Context: an optimization exercise on an open-source flow, tuned for small area. The choices shown serve that exercise and are no tape-out recipe.
In this exercise RTL edits were held to simulation tests only and were not proved equivalent to the original.

==> flow/design.v (outline; a module is shown in full before it is edited, if it fits) <==
// module mlacc_decode: 74 lines
// module fixedp_mul: 1472 lines
// module mlacc_execute: 69 lines
// module mlacc_rca: 17 lines
// module mlacc_csadd: 21 lines
// module fixedp_add: 16 lines
// module mlacc_result: 137 lines
// module mlacc_datapath: 99 lines
module mlacc_datapath #(
    parameter int result_credits = 4
) (
    input  wire logic                  in_clk,
    input  wire logic                  arst_n,
    input  wire logic                  valid,
    input  wire logic [2:0]            op,
    input  wire logic [3:0]            mask,
    input  wire logic [127:0]          x,
    input  wire logic [127:0]          y,
    input  wire logic [3:0]            row,
    input  wire logic [1:0]            word,
    input  wire logic                  first,
    input  wire logic                  credit_return,
    output logic                       ready,
    output logic                       result_valid,
    output logic [127:0]               z
);
  // ...
==> flow/flow/run.sh <==
#!/bin/bash
# Layout flow: the standard synthesis; then flow/polarity.py, which
# removes inverters from the synthesized netlist (full adders, XOR gates and
# half adders are switched to variants that work on the inverted signals,
# and an inverter that drives a single NAND/NOR/AND/OR input is folded into
# that gate; registers and ports are untouched and the logic is unchanged);
# then the standard layout of that netlist, with single-strength port
# buffers and a clock tree of clkbuf_8 clusters of at most 14 sinks without
# dummy loads. Each tool's full output goes to a log file of its own here.
set -euo pipefail
R=orfs/results/${FLOW_PLATFORM}/mlacc_datapath/base
bash standard.sh synth > flow_synth.log 2>&1
python3 flow/polarity.py "$R/1_2_yosys.v" "$R/1_2_yosys_pol.v" > flow_polarity.log 2>&1
mv "$R/1_2_yosys_pol.v" "$R/1_2_yosys.v"
rm -f "$R/1_synth.odb" "$R/1_synth.sdc"
CTS="-sink_clustering_enable -repair_clock_nets -sink_clustering_size 14"
CTS="$CTS -sink_clustering_max_diameter 80 -buf_list sky130_fd_sc_hd__clkbuf_8 -dont_use_dummy_load"
bash standard.sh "BUFFER_PORTS_ARGS=-buffer_cell sky130_fd_sc_hd__buf_1" "CTS_ARGS=$CTS" finish > flow_layout.log 2>&1
==> flow/standard.sh <==
#!/bin/bash
# synth_recipe.tcl (not shown) runs the flow's synth.tcl, then flattens the netlist and writes it again
# the make line also repeats each setting of config.mk as NAME=value (left out here)
make -C /OpenROAD-flow-scripts/flow DESIGN_CONFIG=/design/flow/config.mk WORK_HOME=/design/flow/orfs CLKGATE_MAP_FILE= SYNTH_SCRIPT=/design/flow/synth_recipe.tcl "${@:-finish}"
==> flow/config.mk <==
export PLATFORM = sky130hd
export DESIGN_NAME = mlacc_datapath
export DESIGN_NICKNAME = mlacc_datapath
export VERILOG_FILES = /design/flow/design.v
export SDC_FILE = /design/flow/constraint.sdc
export NUM_CORES = 8
export LEC_CHECK = 0
export ABC_AREA = 1
export CAP_MARGIN = 10
export CORE_MARGIN = 2
export CORE_UTILIZATION = 40
export CTS_BUF_LIST = sky130_fd_sc_hd__clkbuf_8
export CTS_CLUSTER_DIAMETER = 80
export CTS_CLUSTER_SIZE = 14
export SLEW_MARGIN = 10
==> flow/constraint.sdc <==
create_clock -name core_clock -period 16.0 [get_ports {in_clk}]
set_input_delay 3.2000 -clock core_clock [delete_from_list [all_inputs] [get_ports {in_clk}]]
set_output_delay 3.2000 -clock core_clock [all_outputs]
set_load 0.01 [all_outputs]
Not shown: flow/flow/polarity.py
==> summary.md, run 1 <==
| Metric | Value |
|---|---|
| Status | `timing/DRC/antenna clean` |
| MaxCap Viol Count | `0` |
| Sequential cell area | `72,970 um^2` |
| Bufs w/o clock | `947` |
| Largest register FFs | `2,048` |
| Setup TNS Final | `0 ns` |
| ClkCell Share | `1.639%` |
| Mapped Cells | `15,679` |
| Root Buffer | `clkbuf_8` |
| Min Hold Slack | `0.3295 ns` |
| Final WS setup | `1.083 ns` |
| Fin area | `187,300 um^2` |
| DP HPWL | `435.1 mm` |
| Initial DRC Count | `18,260` |
| Commonest non-fill, non-tap cells in the layout | `nand2_1, edfxtp_1, fa_1, o22ai_1, xor2_1` |
| TritonCTS clock tree | `yes` |
| Final ANT Viol Nets | `0` |
| Crit. End Element | `flop` |
| Hold Path Sink | `u_execute.exe_first` |
| Cells after DPL | `21,161` |
| DR top layer | `met5` |
==> module mlacc_decode, before the edit <==
module mlacc_decode #(
    parameter int result_credits = 4
) (
    input  wire logic                  in_clk,
    input  wire logic                  arst_n,
    input  wire logic                  valid,
    input  wire logic [2:0]            op,
    input  wire logic [3:0]            mask,
    input  wire logic [127:0]          x,
    input  wire logic [127:0]          y,
    input  wire logic [3:0]            row,
    input  wire logic [1:0]            word,
    input  wire logic                  first,
    input  wire logic                  credit_return,
    output logic                       ready,
    output logic                       dec_valid,
    output logic [2:0]                 dec_op,
    output logic [3:0]                 dec_mask,
    output logic [127:0]               dec_x,
    output logic [127:0]               dec_y,
    output logic [3:0]                 dec_row,
    output logic [1:0]                 dec_word,
    output logic                       dec_first,
    output logic [3:0]                 dec_flip,
    output logic [3:0]                 dec_sub,
    output logic [3:0]                 dec_inc
);
    logic [3:0] x_gt_y;
    for (genvar l = 0; l < 4; l++) begin : g_cmp
        logic [31:0] c;
        assign c[0] = 1'b0;
        for (genvar i = 0; i < 31; i++) begin : g_bit
            assign c[i+1] = (x[l*32+i] & ~y[l*32+i]) | (x[l*32+i] & c[i]) | (~y[l*32+i] & c[i]);
        end
        assign x_gt_y[l] = c[31];
    end
    localparam int credit_bits = $clog2(result_credits + 1);
    logic [credit_bits-1:0] credits;
    logic                   accept;
    logic [127:0]           dec_xn;
    assign dec_x = ~dec_xn;
    assign ready  = (credits != '0);
    assign accept = valid && ready;
    always_ff @(posedge in_clk or negedge arst_n) begin
        if (!arst_n) begin
            credits <= credit_bits'(result_credits);
        end else if (accept && !credit_return) begin
            credits <= credits - 1'b1;
        end else if (!accept && credit_return) begin
            credits <= credits + 1'b1;
        end
    end
    always_ff @(posedge in_clk or negedge arst_n) begin
        if (!arst_n) begin
            dec_valid <= 1'b0;
        end else begin
            dec_valid <= accept;
        end
    end
    always_ff @(posedge in_clk) begin
        dec_op    <= op;
        dec_mask  <= mask;
        dec_xn    <= ~x;
        dec_y     <= y;
        dec_row   <= row;
        dec_word  <= word;
        dec_first <= first;
        for (int l = 0; l < 4; l++) begin
            dec_flip[l] <= (op == 3'd5) && (x[l*32+31] ^ y[l*32+31]);
            dec_sub[l]  <= x[l*32+31] ^ y[l*32+31] ^ ((op == 3'd2) || (op == 3'd4));
            dec_inc[l]  <= (x[l*32+31] ^ y[l*32+31] ^ ((op == 3'd2) || (op == 3'd4))) && x_gt_y[l];
        end
    end
endmodule
==> inputs of run 2 (changes only) <==
--- a/flow/design.v
+++ b/flow/design.v
@@ -58,7 +58,7 @@
         end
         assign x_gt_y[l] = c[31];
     end
-    localparam int credit_bits = $clog2(result_credits + 1);
+    localparam int credit_bits = 4;
     logic [credit_bits-1:0] credits;
     logic                   accept;
     logic [127:0]           dec_xn;
==> flow/flow/run.sh (replaced) <==
#!/bin/bash
# Layout flow:
#  1. the standard synthesis;
#  2. flow/resynth.tcl maps the scratchpad's read multiplexer again with an
#     area-only ABC script (flow/abc_area.script): flow/mark.py marks every
#     other cell to be kept (the read multiplexer is the logic fed only by
#     the scratchpad rows and the row select registers); registers, full
#     adders and half adders keep the cells and names synthesis gave them;
#  3. flow/polarity.py removes inverters (full adders, XOR gates and half
#     adders are switched to variants that work on inverted signals, and an
#     inverter that drives a single NAND/NOR/AND/OR input is folded into that
#     gate); the logic is unchanged;
#  4. the standard layout of that netlist, with single-strength port
#     buffers and a clock tree of clkbuf_8 clusters of at most 14 sinks
#     without dummy loads.
# Each tool's full output goes to a log file of its own in this folder.
set -euo pipefail
R=orfs/results/${FLOW_PLATFORM}/mlacc_datapath/base
LIB=$FLOW_HOME/platforms/${FLOW_PLATFORM}/lib/sky130_fd_sc_hd__tt_025C_1v80.lib
YOSYS=$FLOW_HOME/../tools/install/yosys/bin/yosys
bash standard.sh synth > flow_synth.log 2>&1
# keep the standard netlist, so that a rerun starts from it again
if [[ ! -f "$R/1_2_yosys_std.v" ]]; then
  cp "$R/1_2_yosys.v" "$R/1_2_yosys_std.v"
fi
python3 flow/mark.py "$R/1_2_yosys_std.v" "$R/1_2_yosys_mark.v" '.' 'u_result\.g_row|exe_row_sel' > flow_mark.log 2>&1
export RESYN_IN="$R/1_2_yosys_mark.v" RESYN_OUT="$R/1_2_yosys_rs.v" RESYN_LIB="$LIB"
export RESYN_TOP="$FLOW_TOP" RESYN_SCRIPT="$PWD/flow/abc_area.script" RESYN_STAT="$PWD/flow_resynth_stat.txt"
RESYN_KEEP=$(grep -o 'sky130_fd_sc_hd__[a-z0-9_]*' "$RESYN_IN" | sort -u | grep -E '__(e?dfx|df[rs]|dfbb|sdf|fa_|ha_|conb_)' | tr '\n' ' ')
RESYN_DONT_USE=$(sed -n '/^export DONT_USE_CELLS/,/^$/p' "$FLOW_HOME/platforms/${FLOW_PLATFORM}/config.mk" | grep -o 'sky130_fd_sc_hd__[a-z0-9_]*' | tr '\n' ' ')
export RESYN_KEEP RESYN_DONT_USE
"$YOSYS" -c flow/resynth.tcl > flow_resynth.log 2>&1
python3 flow/polarity.py "$R/1_2_yosys_rs.v" "$R/1_2_yosys_pol.v" > flow_polarity.log 2>&1
mv "$R/1_2_yosys_pol.v" "$R/1_2_yosys.v"
rm -f "$R/1_synth.odb" "$R/1_synth.sdc"
CTS="-sink_clustering_enable -repair_clock_nets -sink_clustering_size 14"
CTS="$CTS -sink_clustering_max_diameter 80 -buf_list sky130_fd_sc_hd__clkbuf_8 -dont_use_dummy_load"
bash standard.sh "BUFFER_PORTS_ARGS=-buffer_cell sky130_fd_sc_hd__buf_1" "CTS_ARGS=$CTS" finish > flow_layout.log 2>&1
==> flow/flow/abc_area.script (new file) <==
strash
dch -f
map -a
strash
dch -f
map -a
topo
==> flow/flow/mark.py (new file) <==
#!/usr/bin/env python3
"""Mark with (* keep_hierarchy *) every combinational cell that feeds the
registers matching KEEP_RX, except the cells whose inputs come only from
registers matching SRC_RX (directly or through such cells): those are left
free for the remap.
usage: mark2.py IN.v OUT.v KEEP_RX SRC_RX"""
import re, sys
src, dst = sys.argv[1], sys.argv[2]
keep_rx, src_rx = re.compile(sys.argv[3]), re.compile(sys.argv[4])
text = open(src).read()
LIB = "sky130_fd_sc_hd__"
OUTP = {"X", "Y", "Q", "Q_N", "SUM", "COUT", "HI", "LO"}
SEQ = re.compile(LIB + r"(e?dfx|df[rs]|dfbb|sdf)")
cells = []
for m in re.finditer(r"(" + LIB + r"\w+)\s+(\S+)\s*\((.*?)\);", text, re.S):
    pl = [(p, n.strip()) for p, n in re.findall(r"\.(\w+)\(([^()]*)\)", m.group(3))]
    cells.append((m.start(), m.group(1), m.group(2), pl))
drv = {}
for i, (_, t, n, pl) in enumerate(cells):
    for p, net in pl:
        if p in OUTP and net:
            drv[net] = i
# cone of the kept registers
cone = set()
stack = []
for i, (_, t, n, pl) in enumerate(cells):
    if SEQ.match(t) and keep_rx.search(n):
        for p, net in pl:
            if p not in OUTP and p != "CLK" and net in drv:
                stack.append(drv[net])
while stack:
    i = stack.pop()
    if i in cone or SEQ.match(cells[i][1]):
        continue
    cone.add(i)
    for p, net in cells[i][3]:
        if p not in OUTP and net in drv:
            stack.append(drv[net])
# cells fed only by source registers
memo = {}
def pure(i):
    if i in memo:
        return memo[i]
    memo[i] = False
    t = cells[i][1]
    if SEQ.match(t):
        r = bool(src_rx.search(cells[i][2]))
    else:
        r = True
        for p, net in cells[i][3]:
            if p in OUTP or not net or net.startswith("1'b"):
                continue
            j = drv.get(net)
            if j is None or not pure(j):
                r = False
                break
    memo[i] = r
    return r
sys.setrecursionlimit(100000)
free = {i for i in cone if pure(i)}
keep = cone - free
out = []
last = 0
for i, (pos, t, n, pl) in enumerate(cells):
    if i in keep:
        out.append(text[last:pos])
        out.append("(* keep_hierarchy *) ")
        last = pos
out.append(text[last:])
open(dst, "w").write("".join(out))
sys.stderr.write(f"mark2: {len(cone)} cells in the cone, {len(free)} free, {len(keep)} kept\n")
==> flow/flow/resynth.tcl (new file) <==
# Remap the combinational logic of the standard netlist for area. Registers,
# full adders and half adders stay the cells synthesis gave them, with their
# names; everything else is mapped again by ABC with an area-only script.
# Reads RESYN_IN, RESYN_LIB, RESYN_KEEP, RESYN_DONT_USE, RESYN_SCRIPT and
# writes RESYN_OUT.
yosys read_liberty -ignore_miss_func $::env(RESYN_LIB)
yosys read_verilog $::env(RESYN_IN)
yosys hierarchy -top $::env(RESYN_TOP)
yosys setattr -mod -set keep_hierarchy 1 {*}$::env(RESYN_KEEP)
yosys flatten
yosys opt_clean -purge
yosys techmap
yosys opt -fast
set du {}
foreach c $::env(RESYN_DONT_USE) { lappend du -dont_use $c }
yosys abc -liberty $::env(RESYN_LIB) {*}$du -script $::env(RESYN_SCRIPT)
yosys setundef -zero
yosys splitnets
yosys opt_clean -purge
yosys hilomap -singleton -hicell sky130_fd_sc_hd__conb_1 HI -locell sky130_fd_sc_hd__conb_1 LO
yosys insbuf -buf sky130_fd_sc_hd__buf_4 A X
yosys opt_clean -purge
yosys tee -o $::env(RESYN_STAT) stat -liberty $::env(RESYN_LIB) $::env(RESYN_TOP)
yosys select $::env(RESYN_TOP)
yosys write_verilog -noattr -noexpr -nohex -nodec -selected $::env(RESYN_OUT)
==> summary.md, run 2 <==
| Metric | Value |
|---|---|
| Most used cell, CP | `nor2_1` |
| Starting density of the core | `40.09%` |
| Worst Setup Start Kind | `flop` |
| Synthesis warning total | `5` |
| Status | `timing/DRC/antenna clean` |
| Clock Latency Late Sink | `1.20 ns` |
| Setup violations, final | `0` |
| CP Max Fanout | `19` |
| Root Buffer | `clkbuf_8` |
| Nets | `17,035` |
| FMAX | `67.27 MHz` |
| Final Non-Filler Cells | `20,637` |
| PortBufs | `403` |
| TritonCTS clock tree | `yes` |
| Max transition margin | `14.88%` |
| Sink Count | `2,614` |
| DIE AREA | `436,200 um^2` |
| Slowest-stage cell, CP | `fa_1` |
| Most common cell after layout, fill and taps aside | `edfxtp_1` |
| GRT Residual Overflow | `0` |
| Post-CTS Setup Bufs | `0` |
| Largest register FFs | `2,048 (unchanged)` |
| Final worst path period share | `92.91%` |
| Setup TNS Final | `0 ns (unchanged)` |
| Die X | `660.5 um` |
| Syn nets | `16,839` |
| HP Start | `u_decode.dec_first` |
| CP max stage delay | `0.55 ns` |
| Worst EP required | `17.04 ns` |
| Hold-fix buffer count after cts | `0` |
| DP HPWL | `445.1 mm (+2.3%)` |
| Mapped Cells | `14,704 (-6.2%)` |
| Row count | `241` |
| Largest Register | `u_result.g_row.q` |
| Slew @ Worst Pin | `1.272 ns` |
| Ports | `404` |
| Worst-path clk slew | `0.09 ns` |
| Routed vias | `129,978` |
| Vias/cell | `6.298` |
| Final ANT Viol Nets | `0 (unchanged)` |
| CTS Buf Count | `229` |
| Max-slew violations | `0` |
| H-tree depth | `4` |
| Reg2Reg Launch Point | `u_decode.dec_flip[2]` |
| Vias in the first global route | `127,849` |
| Initial antenna violation count | `35` |
| Netlist Area Pre-Place | `172,400 um^2` |
| Fin crit period | `14.87 ns` |
| Worst Setup Path Type | `reg2reg` |
| Initial DRC Count | `18,639 (+2.1%)` |
| Cells after DPL | `20,378 (-3.7%)` |
| Routed WL per cell | `32.46 um` |
| RSZ-0062 raised after global routing | `no` |
| Routability Congestion | `1.007` |
| MaxCap Viol Count | `0 (unchanged)` |
| Worst Path Arrival | `15.91 ns` |
| Resize count post-CTS | `0` |
| Routed WL | `670.0 mm` |
| Syn_area_per_cell | `11.72 um^2` |
| Die height | `660.5 um` |
| Count of final hold-check violations | `0` |
| Share of layout cells above drive strength 1 | `9.109%` |
| Crit. End Element | `flop` |
| Hold WC Path Type | `reg2reg` |
| Drc violations | `0` |
| Commonest non-fill, non-tap cells in the layout | `edfxtp_1, fa_1, o22ai_1, xor2_1, nand2_1` |
| Critical path origin | `u_decode.dec_flip[2]` |
| Worst Skew | `0.1729 ns` |
| Layout area overhead | `7.684%` |
| Core Area | `430,000 um^2` |
| Largest net degree at the start of global routing | `106` |
| Total GRT Usage | `30.07%` |
| First-pass GRT wire length | `950.7 mm` |
| Drt first pass iters | `8` |
| CTS max path bufs | `4` |
==> run 2: metal layers <==
metal	routed length, um	share of wire, %	vias to the layer above	GRT usage, %
met3	83700	12	1794	7.966
met5	184	0.027	-	0
met4	38530	5.8	24	14.72
li1	-	-	52683	-
met2	295600	44	9331	45.76
met1	252000	38	66146	39.80
==> run 2: final cells by class <==
type	instances	area, um^2
antenna	29	72.57
clock buffer	229	3152
sequential	2614	72970
inverter	553	2076
multi-input combinational	10544	94370
tap	5710	7144
timing repair buffer	958	5837
fill	40307	244400
==> run 2: critical path: cells and delay by family, from the launching register on <==
family | cells | cell delay [ns]
AOI/OAI and AO/OA | 10 | 1.23
xor gates and xnor gates | 1 | 0.32
adders and majority gates | 18 | 7.75
buffers and inverters | 6 | 1.07
DFF | 1 | 0.48
and+or+nand+nor | 32 | 3.87
==> run 2: worst paths after layout <==
check / endpoint / slack, ns / cells past startpoint
setup / recovery: u_execute.exe_lane[94] / 1.13 / 67
hold / removal: u_execute.exe_first / 0.33 / 0
setup reg to reg: u_execute.exe_lane[94] / 1.13 / 67
hold reg to reg: u_execute.exe_first / 0.33 / 0
max in group asynchronous: u_decode.credits[2] / 13.67 / 1
min in group asynchronous: u_result.result_valid / 2.01 / 1
==> run 2: per-stage QoR <==
stage | cell area, um^2 | setup slack (ns) | util, % | hold slack, ns
after global routing | 185600 | 0.2450 | 43.16 | 0.3398
after detailed placement | 182400 | 1.341 | 42.41 | 0.3153
after CTS | 185500 | 1.290 | 43.14 | 0.3358
after global placement | 182400 | 1.270 | 42.41 | 0.3170
after floorplan | 172400 | 1.448 | - | 0.3096
final | 185600 | 1.134 | 43.17 | 0.3300
==> inputs of run 3 (changes only) <==
--- a/flow/flow/run.sh
+++ b/flow/flow/run.sh
@@ -9,7 +9,9 @@
 #  3. flow/polarity.py removes inverters (full adders, XOR gates and half
 #     adders are switched to variants that work on inverted signals, and an
 #     inverter that drives a single NAND/NOR/AND/OR input is folded into that
-#     gate); the logic is unchanged;
+#     gate), and sets combinational cells that synthesis gave a higher drive
+#     strength back to strength 1 (the layout's timing repair sizes them up
+#     again where needed); the logic is unchanged;
 #  4. the standard layout of that netlist, with single-strength port
 #     buffers and a clock tree of clkbuf_8 clusters of at most 14 sinks
 #     without dummy loads.
@@ -30,7 +32,7 @@
 RESYN_DONT_USE=$(sed -n '/^export DONT_USE_CELLS/,/^$/p' "$FLOW_HOME/platforms/${FLOW_PLATFORM}/config.mk" | grep -o 'sky130_fd_sc_hd__[a-z0-9_]*' | tr '\n' ' ')
 export RESYN_KEEP RESYN_DONT_USE
 "$YOSYS" -c flow/resynth.tcl > flow_resynth.log 2>&1
-python3 flow/polarity.py "$R/1_2_yosys_rs.v" "$R/1_2_yosys_pol.v" > flow_polarity.log 2>&1
+python3 flow/polarity.py "$R/1_2_yosys_rs.v" "$R/1_2_yosys_pol.v" "$LIB" > flow_polarity.log 2>&1
 mv "$R/1_2_yosys_pol.v" "$R/1_2_yosys.v"
 rm -f "$R/1_synth.odb" "$R/1_synth.sdc"
 CTS="-sink_clustering_enable -repair_clock_nets -sink_clustering_size 14"
--- a/flow/flow/polarity.py
+++ b/flow/flow/polarity.py
@@ -16,7 +16,10 @@
 left as they are, and the function of every net the rest of the netlist reads
 is unchanged.
 
-usage: polarity2.py IN.v OUT.v
+Combinational cells (other than buffers and inverters) that synthesis gave a
+higher drive strength are set back to strength 1, when LIB is given.
+
+usage: polarity.py IN.v OUT.v [LIB]
 """
 import math
 import random
@@ -29,6 +32,8 @@
 XOR_RE = re.compile(r"^" + LIB + r"(xor2|xnor2)_(\d+)$")
 HA_RE = re.compile(r"^" + LIB + r"ha_1$")
 OUT_PINS = {"X", "Y", "Q", "Q_N", "SUM", "COUT", "HI", "LO"}
+LIB_FILE = ""
+CELLS_1 = set()
 
 # variants: name -> (input polarity per input pin or None for any,
 #                    output polarity per output pin or None for free)
@@ -120,6 +125,21 @@
     return [c for k, c in enumerate(out) if k not in dead]
 
 
+# drive strengths synthesis raised are set back to 1; the layout's timing
+# repair raises them again where the timing needs it
+DOWNSIZE_RE = re.compile(r"^" + LIB + r"(?!(inv|clkinv|buf|clkbuf|dly|clkdly|fa|ha|conb)_|df|edf|sdf|dl)(\w+)_(2|4|6|8|12|16)$")
+
+
+def downsize(out):
+    res = []
+    for typ, name, pl in out:
+        m = DOWNSIZE_RE.match(typ)
+        if m and (LIB + m.group(2) + "_1") in CELLS_1:
+            typ = LIB + m.group(2) + "_1"
+        res.append([typ, name, pl])
+    return res
+
+
 def main(src, dst):
     head, cells, tail = parse(open(src).read())
     ports = set()
@@ -397,6 +417,7 @@
             out.append([LIB + cell, name + "_c", [("A", pin_net["A"]), ("B", pin_net["B"]), ("Y", c_net)]])
     out += new_cells
     out = absorb(out, is_port)
+    out = downsize(out)
     lines = [head.rstrip("\n")]
     for w in newwires:
         lines.append(f"  wire {w};")
@@ -414,4 +435,7 @@
 
 
 if __name__ == "__main__":
+    if len(sys.argv) > 3:
+        LIB_FILE = sys.argv[3]
+        CELLS_1 = set(re.findall(r'cell \("?(' + LIB + r'\w+_1)"?\)', open(LIB_FILE).read()))
     main(sys.argv[1], sys.argv[2])
==> summary.md, run 3 <==
| Metric | Value |
|---|---|
| Status | `timing/DRC/antenna clean` |
| Reg2Reg Launch Point | `u_execute.exe_row_sel[10]` |
| PortBufs | `403 (unchanged)` |
| Worst Setup Path Type | `reg2reg` |
| Share of layout cells above drive strength 1 | `6.536% (-2.6 points)` |
| Largest Register | `u_result.g_row.q` |
| Commonest non-fill, non-tap cells in the layout | `edfxtp_1, fa_1, o22ai_1, xor2_1, nand2_1` |
| Most used cell, CP | `nand2_1` |
| Total GRT Usage | `29.75% (-0.33 points)` |
| Post-CTS Setup Bufs | `0 (unchanged)` |
| Count of final hold-check violations | `0 (unchanged)` |
| Crit. End Element | `flop` |
| Core Area | `427,600 um^2 (-0.55%)` |
| Worst Setup Start Kind | `flop` |
| Setup violations, final | `0 (unchanged)` |
| R2r setup slk | `1.13 ns (about the same)` |
| RSZ-0062 raised after global routing | `no` |
| Ports | `404 (unchanged)` |
| Setup TNS Final | `0 ns (unchanged)` |
| Sink Count | `2,614 (unchanged)` |
| CP Max Fanout | `31 (+12)` |
| MaxCap Viol Count | `0 (unchanged)` |
| Final ANT Viol Nets | `0 (unchanged)` |
| Clock Latency Late Sink | `1.14 ns (-0.06 ns)` |
| DR top layer | `met5` |
| CTS max path bufs | `4 (unchanged)` |
| Resize count post-CTS | `0 (unchanged)` |
| FMAX | `67.25 MHz (about the same)` |
| Max transition margin | `15.09% (+0.21 points)` |
| Initial antenna violation count | `39 (+11%)` |
| DP Worst Slack | `1.365 ns (+0.02412 ns)` |
| Netlist Area Pre-Place | `171,800 um^2 (-0.33%)` |
| Initial DRC Count | `19,291 (+3.5%)` |
| Routed WL | `663.6 mm (-0.95%)` |
| H-tree depth | `4 (unchanged)` |
| Largest register FFs | `2,048 (unchanged)` |
| HP Start | `u_decode.dec_first` |
| Final core utilization | `43.27% (+0.10 points)` |
| Die height | `659.4 um (-0.16%)` |
| Post-Route M1 WL | `248.7 mm (-1.3%)` |
| Largest net degree at the start of global routing | `106 (unchanged)` |
| Row count | `240 (-0.41%)` |
| GRT Residual Overflow | `0 (unchanged)` |
| Starting density of the core | `40.18% (+0.092 points)` |
| Worst-path clk slew | `0.09 ns (about the same)` |
| Routed vias | `129,937 (-0.032%)` |
| Nets | `17,038 (+0.018%)` |
| Vias/cell | `6.305 (about the same)` |
| Worst Skew | `0.1388 ns (-0.03408 ns)` |
| TritonCTS clock tree | `yes` |
| Final WS setup | `1.129 ns (-0.004950 ns)` |
| Worst reg2reg path endpoint | `u_result.g_row[13].q[112]` |
| Fin crit period | `14.87 ns (+0.004950 ns)` |
| Drc violations | `0 (unchanged)` |
| Synthesis warning total | `5 (unchanged)` |
| Slew @ Worst Pin | `1.269 ns (-0.003114 ns)` |
| First-pass GRT wire length | `939.2 mm (-1.2%)` |
| DIE AREA | `434,800 um^2 (-0.32%)` |
| Worst Path Arrival | `15.63 ns (-0.28 ns)` |
| Layout area overhead | `7.687% (about the same)` |
| Critical Path End | `u_result.g_row[13].q[112]` |
| Die X | `659.4 um (-0.16%)` |
| Hold WC Path Type | `reg2reg` |
| Vias in the first global route | `126,503 (-1.1%)` |
| Hold-fix buffer count after cts | `0 (unchanged)` |
| Critical path origin | `u_execute.exe_row_sel[10]` |
| Syn nets | `16,839 (unchanged)` |
| Syn_area_per_cell | `11.69 um^2 (-0.33%)` |
| Root Buffer | `clkbuf_8` |
| CP max stage delay | `0.78 ns (+0.23 ns)` |
| Routed WL per cell | `32.20 um (-0.82%)` |
| Slowest-stage cell, CP | `dfxtp_4` |
| FF-to-FF path depth | `61 (-9.0%)` |
| Routability Congestion | `0.9866 (-2.0%)` |
| CTS Buf Count | `228 (-0.44%)` |
| WL met2 | `289.2 mm (-2.2%)` |
| Most common cell after layout, fill and taps aside | `edfxtp_1` |
| Drt first pass iters | `9 (+1)` |
| DP HPWL | `437.9 mm (-1.6%)` |
| Worst EP required | `16.76 ns (-0.28 ns)` |
| Max-slew violations | `0 (unchanged)` |
| Final worst path period share | `92.94% (about the same)` |
| Mapped Cells | `14,704 (unchanged)` |
| Metal3 WL | `84.64 mm (+1.1%)` |
run 3: cell count changes in the layout (fill, tap and decap cells not counted), moves of 4 or more:
cell / previous run / this run
a31o_2: 4 / 0
a22o_2: 161 / 0
nand3_1: 260 / 284
diode_2: 29 / 22
nand3_2: 24 / 0
or2_1: 12 / 132
a31o_1: 0 / 4
nand2_1: 1390 / 1452
nand2_2: 71 / 12
a22o_1: 29 / 190
or2_2: 120 / 0
run 3: worst min path at each step:
stage / endpoint / slack, ns / cells past startpoint
2_1_floorplan: u_execute.exe_first / 0.31 / 0
3_3_place_gp: u_execute.exe_first / 0.31 / 0
3_5_place_dp: u_execute.exe_first / 0.32 / 0
4_1_cts: u_execute.exe_first / 0.33 / 0
5_1_grt: u_execute.exe_first / 0.34 / 0
6_report: u_execute.exe_first / 0.33 / 0
run 3: routing by layer:
metal / up-vias / GRT usage [%]
met5: - / 0
met4: 42 / 14.94
met3: 1942 / 7.487
met2: 9587 / 44.94
met1: 65707 / 39.78
li1: 52659 / -
run 3: metrics by stage:
step | instances | area (um^2) | hold slack [ns]
final | 20610 | 185000 | 0.3297
after global routing | 20601 | 185000 | 0.3405
after CTS | 20587 | 185000 | 0.3311
after detailed placement | 20359 | 181800 | 0.3178
after global placement | 20359 | 181800 | 0.3128
after floorplan | 14704 | 171800 | 0.3096
run 3: critical path, delay by kind of cell, from the launching register on:
kind            cells  cell delay (ns)
fa+ha+maj          17             6.66
flops               1             0.78
buf+inv             3             0.54
compound gates     13             2.11
simple gates       27             3.88
xor+xnor            1             0.46
run 3: cell type report:
type	instances	area, um^2
fill	39831	242600
multi-input combinational	10544	93800
sequential	2614	72970
tap	5687	7116
timing repair buffer	962	5872
clock buffer	228	3138
inverter	553	2076
antenna	22	55.05

[separate check: timing with driven ports]
The results above use ideal ports. As a check the final layouts listed here were re-extracted and re-timed, cells and wires unchanged.
Step 1 (the two cells are an assumption about what drives the block):
set clk [get_ports {in_clk}]
set_driving_cell -lib_cell sky130_fd_sc_hd__clkbuf_16 $clk
set_driving_cell -lib_cell sky130_fd_sc_hd__buf_2 [delete_from_list [all_inputs] $clk]
Step 2 also shifts input and output timing later by t, the mid clock arrival at the registers, as if the neighbouring blocks saw the same clock.
a / b / c = ideal ports / drivers / drivers and shift; a / b = the first two.
run	shift t [ns]	slack for setup (ns)	worst data-port slew with drivers (ns)
run 1	1.190	1.083 / 1.083 / 1.083	0.19
run 2	1.222	1.134 / 1.134 / 1.134	0.24
run 3	1.181	1.129 / 1.129 / 1.129	0.32
After both steps setup and hold are still met in every run listed.
